Context: an optimization exercise on an open-source flow, tuned for small area and a short achievable clock period. The choices shown serve that exercise and are no tape-out recipe. At most, simulation tests tie the RTL to the original design; equivalence was not proved. Power figures rest on the tool's default switching activity, not on a simulated workload.

Setup of the previous run:
## alu_19bit
module alu_19bit (
    input  logic          clk,
    input  logic          rst_n,
    input  logic [18:0]   AC,
    input  logic [18:0]   DR,
    input  logic          ADD,
    input  logic          SUB,
    input  logic          MUL,
    input  logic          DIV,
    input  logic          AND,
    input  logic          OR,
    input  logic          XOR,
    input  logic          NOT,
    input  logic          INC,
    input  logic          DEC,
    input  logic          FFT,
    input  logic          ENC,
    input  logic          DNC,
    input  logic          TNF,
    output logic [18:0]   ALU_OP,
    output logic          OVF_FLAG
);
    localparam logic [18:0] SMIN    = alu19_pkg::SMIN;
    localparam logic [18:0] ENC_KEY = alu19_pkg::ENC_KEY;
    logic s_add, s_sub, s_mul, s_div, s_and, s_or, s_xor, s_not;
    logic s_inc, s_dec, s_fft, s_enc, s_dnc, s_tnf;
    logic hi4, hi8;
    assign s_add = ADD;
    assign s_sub = ~ADD & SUB;
    assign s_mul = ~ADD & ~SUB & MUL;
    assign s_div = ~ADD & ~SUB & ~MUL & DIV;
    assign hi4   = ~ADD & ~SUB & ~MUL & ~DIV;
    assign s_and = hi4 & AND;
    assign s_or  = hi4 & ~AND & OR;
    assign s_xor = hi4 & ~AND & ~OR & XOR;
    assign s_not = hi4 & ~AND & ~OR & ~XOR & NOT;
    assign hi8   = hi4 & ~AND & ~OR & ~XOR & ~NOT;
    assign s_inc = hi8 & INC;
    assign s_dec = hi8 & ~INC & DEC;
    assign s_fft = hi8 & ~INC & ~DEC & FFT;
    assign s_enc = hi8 & ~INC & ~DEC & ~FFT & ENC;
    assign s_dnc = hi8 & ~INC & ~DEC & ~FFT & ~ENC & DNC;
    assign s_tnf = hi8 & ~INC & ~DEC & ~FFT & ~ENC & ~DNC & TNF;
    logic [18:0] ax, ay, ap, as;
    logic [19:0] ac;
    assign ax    = AC ^ {19{s_tnf | s_not}};
    assign ay    = (DR & {19{s_add | s_sub | s_and | s_or | s_xor}}) ^ {19{s_sub | s_dec}};
    assign ac[0] = s_sub | s_inc | s_tnf;
    for (genvar j = 0; j < 19; j++) begin : g_add
        assign ap[j]   = ax[j] ? ~ay[j] : ay[j];
        assign as[j]   = ac[j] ? ~ap[j] : ap[j];
        assign ac[j+1] = ap[j] ? ac[j] : ax[j];
    end
    logic a_ovf;
  ...
==> module alu19_muldiv, before the edit <==
module alu19_muldiv #(parameter int ARCH = 3, parameter int RIPW = 5) (
    input  logic        div,   
    input  logic [18:0] ac,    
    input  logic [18:0] a,     
    input  logic [18:0] b,     
    output logic [19:0] p,     
    output logic [18:0] q      
);
    logic        sb, inv, inv18;
    logic [19:0] bs;           
    logic [20:0] hz;           
    assign sb    = b[18];
    assign bs    = {sb, b};
    assign inv   = div & ~sb;
    assign inv18 = div ? ~sb : 1'b1;
    always_comb begin
        hz[20] = 1'b1;
        hz[19] = 1'b1;
        for (int n = 18; n >= 0; n--) hz[n] = hz[n+1] & ~(b[n] ^ sb);
    end
    logic [19:0] acc [0:19];
    assign acc[19] = {1'b0, a & {19{div}}};
    genvar k;
    generate
        for (k = 18; k >= 0; k--) begin : g_row
            localparam int WD = 20 - k;
            logic [WD-1:0] x, t;
            logic          iv, co, sel;
            assign x  = acc[k+1][19:k];
            assign iv = (k == 18) ? inv18 : inv;
            alu19_add #(.W(WD), .ARCH(WD <= RIPW ? 0 : ARCH)) u_add (
                .x(x), .y(bs[WD-1:0] ^ {WD{iv}}), .ci(iv), .s(t), .co(co));
            assign sel  = div ? (hz[WD] & co) : ac[k];
            assign q[k] = sel;
            if (k > 0) begin : g_lo
                assign acc[k] = {sel ? t : x, acc[k+1][k-1:0]};
            end else begin : g_last
                assign acc[k] = sel ? t : x;
            end
        end
    endgenerate
    assign p = acc[0];
endmodule
clock: 50.0 ns
lec_check: 0
abc_area: 1
cap_margin: 20
core_margin: 2
core_utilization: 40
slew_margin: 20
run.sh (not shown) runs the stock make flow with config.mk's settings and CLKGATE_MAP_FILE= SYNTH_SCRIPT=/design/flow/synth_recipe.tcl, a recipe that flattens the netlist after the stock synthesis.
The previous run completed end to end with timing, DRC and antenna clean.
Modified inputs, the current run compared to the previous run
diff --git a/flow/design.v b/flow/design.v
--- a/flow/design.v
+++ b/flow/design.v
@@ -86,13 +86,13 @@
     endgenerate
     for (genvar i = 0; i < W; i++) begin : g_s
         assign s[i] = c[i] ? ~px[i] : px[i];
     end
     assign co = c[W];
 endmodule
-module alu19_muldiv #(parameter int ARCH = 3, parameter int RIPW = 5) (
+module alu19_muldiv #(parameter int ARCH = 3, parameter int RIPW = 4) (
     input  logic        div,   
     input  logic [18:0] ac,    
     input  logic [18:0] a,     
     input  logic [18:0] b,     
     output logic [19:0] p,     
     output logic [18:0] q      
Critical path depth: the current run vs the previous run down about 10%
The current run: post-layout minimum cycle time 1.26 ns below the previous run
Compared with the previous run, in the current run final standard cell count with taps included and fillers excluded climbed 30; compound-gate portion of the synthesized area dropped 0.29 points; footprint of the multi-input gates climbed 80 um2.
Taking the previous run as the reference, in the current run initial core utilization ~0 delta, total number of multi-input combinational cells +about 1.2%.
Hold slack: the current run better than the previous run
Looking at leakage power figure across the current run and the previous run, the one that comes out lower is the previous run.
Status: HPWL after detailed placement parity (the previous run, the current run)
Sort the current run and the previous run by portion of the clock cycle consumed by the worst path in the final layout desc -> top: the previous run
As far as number of global-route vias before repair is concerned, the previous run and the current run perform about the same.
Max power in combinational cells across the current run and the previous run: the previous run
The previous run has higher post-synthesis share of cell area spent on xor and xnor gates than the current run.
For the previous run, only the layout was checked, not whether the RTL still works.

static timing again, ports no longer ideal:
The flow's constraints put no driver on any port. The routed layouts listed below were extracted and timed again, unchanged, in two steps. Step 1 assumes that a clkbuf_16 drives the clock port and a buf_2 every other input. Step 2 also shifts input and output timing later by t, the mid clock arrival at the registers, as if the neighbouring blocks saw the same clock. a / b / c = ideal ports / drivers / drivers and shift; a / b = the first two.
| run | t (ns) | setup WS [ns] | clock arrival spread, ns |
|---|---|---|---|
| the previous run | 0.274 | 12.514 / 12.519 / 12.245 | 0.001 / 0.001 |
| the current run | 0.284 | 13.772 / 13.776 / 13.491 | 0.005 / 0.005 |
After both steps every run listed still meets setup and hold. For the current run, which loses most, drivers alone change the setup slack by +0.004 ns; drivers and shift together by -0.281 ns.
